What follows belongs to an exercise in optimizing a design on an open flow for small area, a short achievable clock period and few clock cycles per item; a production flow would make more cautious choices. At most, simulation tests tie the RTL to the original design; equivalence was not proved.

## hsl_to_rgb_converter
module hsl_to_rgb_converter #(
    parameter int unsigned FRAC_BITS = hsl2rgb_pkg::FRAC_BITS_DEF
) (
    input  logic             i_clk,
    input  logic             i_rst_n,
    input  logic             i_pix_valid,
    output logic             i_pix_ready,
    input  logic [hsl2rgb_pkg::HUE_W-1:0] i_pix_hue,
    input  logic [hsl2rgb_pkg::SL_W-1:0]  i_pix_saturation,
    input  logic [hsl2rgb_pkg::SL_W-1:0]  i_pix_lightness,
    output logic             o_pix_valid,
    input  logic             o_pix_ready,
    output logic [hsl2rgb_pkg::CH_W-1:0]  o_pix_red,
    output logic [hsl2rgb_pkg::CH_W-1:0]  o_pix_green,
    output logic [hsl2rgb_pkg::CH_W-1:0]  o_pix_blue
);
clock: 8.0 ns
lec_check: 0
abc_area: 1
cap_margin: 20
core_margin: 2
core_utilization: 55
place_density: 0.75
setup_slack_margin: 4.9
slew_margin: 20
synth_hierarchical: 1
run.sh (not shown) runs the stock make flow with config.mk's settings and CLKGATE_MAP_FILE= SYNTH_SCRIPT=/design/flow/synth_recipe.tcl, a recipe that flattens the netlist after the stock synthesis.
Testbench counts at the start, summed over its fixed seeds: cycles 32,048, items 32,000.
Edit:
CORE_UTILIZATION = 45   (was 55)
PLACE_DENSITY = 0.6   (was 0.75)
Worst setup slack stays flat. Critical path depth grows by 1. Final area grows by about 2%.
Edit:
ABC_AREA = 0   (was 1)
CORE_UTILIZATION = 55   (was 45)
PLACE_DENSITY = 0.75   (was 0.6)
Outcome: Design area drops by a few percent; count of clock-buffer cells in the layout drops by 2; hold slack gains 0.0044 ns; synthesized area shrinks by a few percent; via count drops by roughly a tenth; synthesized cell count goes down by about a fifth; flip-flop and latch count does not change.


hsl_to_rgb_converter, a different RTL version from the one above (not shown whole).
For scale: roughly 2200 cells after synthesis, ~210 flip-flops, ~68 I/O pins, about 23000 sq um of cells after synthesis.
Design hsl_to_rgb_converter, start of the top module:
module hsl_to_rgb_converter #(
    parameter int unsigned FRAC_BITS = hsl2rgb_pkg::FRAC_BITS_DEF
) (
    input  logic             i_clk,
    input  logic             i_rst_n,
    input  logic             i_pix_valid,
    output logic             i_pix_ready,
    input  logic [hsl2rgb_pkg::HUE_W-1:0] i_pix_hue,
    input  logic [hsl2rgb_pkg::SL_W-1:0]  i_pix_saturation,
    input  logic [hsl2rgb_pkg::SL_W-1:0]  i_pix_lightness,
    output logic             o_pix_valid,
    input  logic             o_pix_ready,
    output logic [hsl2rgb_pkg::CH_W-1:0]  o_pix_red,
    output logic [hsl2rgb_pkg::CH_W-1:0]  o_pix_green,
    output logic [hsl2rgb_pkg::CH_W-1:0]  o_pix_blue
);
clock: 8.0 ns
lec_check: 0
cap_margin: 20
core_margin: 2
core_utilization: 45
place_density: 0.6
setup_slack_margin: 3.0
slew_margin: 20
synth_hierarchical: 1
Next try:
- SETUP_SLACK_MARGIN: 3.0 -> 2.0
Result: Worst hold slack is better by 0.0041 ns; routed wire length came out lower by a few percent; global-route usage came out lower by 1.5 points; die area does not change; clock skew decreases by 0.0090 ns; critical path depth went down by 11; cell area went down by a little under a tenth; register-to-register slack degrades by 0.27 ns; clock-buffer cell count fell by 1; sequential share of layout area came out higher by 2.1 points.
No functional check of the RTL was part of any run of this note.


## v24
Another version of the RTL of hsl_to_rgb_converter (not shown whole).
Size: roughly 2300 cells after synthesis, about 190 flip-flops, roughly 23000 µm² of cells after synthesis.
## hsl_to_rgb_converter
module hsl_to_rgb_converter #(
    parameter int unsigned FRAC_BITS = hsl2rgb_pkg::FRAC_BITS_DEF
) (
    input  logic             i_clk,
    input  logic             i_rst_n,
    input  logic             i_pix_valid,
    output logic             i_pix_ready,
    input  logic [hsl2rgb_pkg::HUE_W-1:0] i_pix_hue,
    input  logic [hsl2rgb_pkg::SL_W-1:0]  i_pix_saturation,
    input  logic [hsl2rgb_pkg::SL_W-1:0]  i_pix_lightness,
    output logic             o_pix_valid,
    input  logic             o_pix_ready,
    output logic [hsl2rgb_pkg::CH_W-1:0]  o_pix_red,
    output logic [hsl2rgb_pkg::CH_W-1:0]  o_pix_green,
    output logic [hsl2rgb_pkg::CH_W-1:0]  o_pix_blue
);
Settings: LEC_CHECK=0, CAP_MARGIN=20, CORE_MARGIN=2, CORE_UTILIZATION=45, PLACE_DENSITY=0.6, SETUP_SLACK_MARGIN=2.5, SLEW_MARGIN=20, SYNTH_HIERARCHICAL=1; clock period 8.0 ns.
Testbench counts of v24, summed over its fixed seeds: cycles 32,024, items 32,000.
Modified inputs, v20 compared to v24
Settings: clearing SETUP_SLACK_MARGIN, which used to be 2.5.
==> comparison <==
- Share of the cycle needed by the critical path after routing: higher on v20
- From v24 to v20 the numbers moved as follows: register-to-register slack -0.83 ns, cell depth of the worst flop-to-flop path moved down, pin slew with the least headroom to its limit fell by 0.21 ns.

[static timing again, ports no longer ideal]
Ports are ideal in the flow. The routed layouts listed here were re-timed in OpenROAD. Step 1 assumes that a clkbuf_16 drives the clock port and a buf_2 every other input. Step 2 moves the port delays by t, midway between the first and last clock arrival at a register: inputs arrive t later, outputs are due t later. That takes back most of the time a late clock gives input paths. a / b / c = ideal / step 1 / step 2; a / b = the first two.
run	t (ns)	setup slack, ns	worst register clock-pin slew, ns
the first run of note 1	0.651	4.843 / 4.843 / 4.499	0.07 / 0.07
the second run of note 1	0.654	4.846 / 4.846 / 4.454	0.06 / 0.06
the third run of note 1	0.641	4.437 / 4.437 / 4.437	0.06 / 0.06
the first run of note 2	0.609	2.559 / 2.559 / 2.487	0.06 / 0.06
the second run of note 2	0.601	2.233 / 2.268 / 1.667	0.06 / 0.06
v24	0.544	2.282 / 2.282 / 2.207	0.08 / 0.08
v20	0.549	1.451 / 1.451 / 1.451	0.08 / 0.08
After both steps every run listed still meets setup and hold. For the second run of note 2, which loses most, drivers alone change the setup slack by +0.035 ns; drivers and shift together by -0.566 ns.
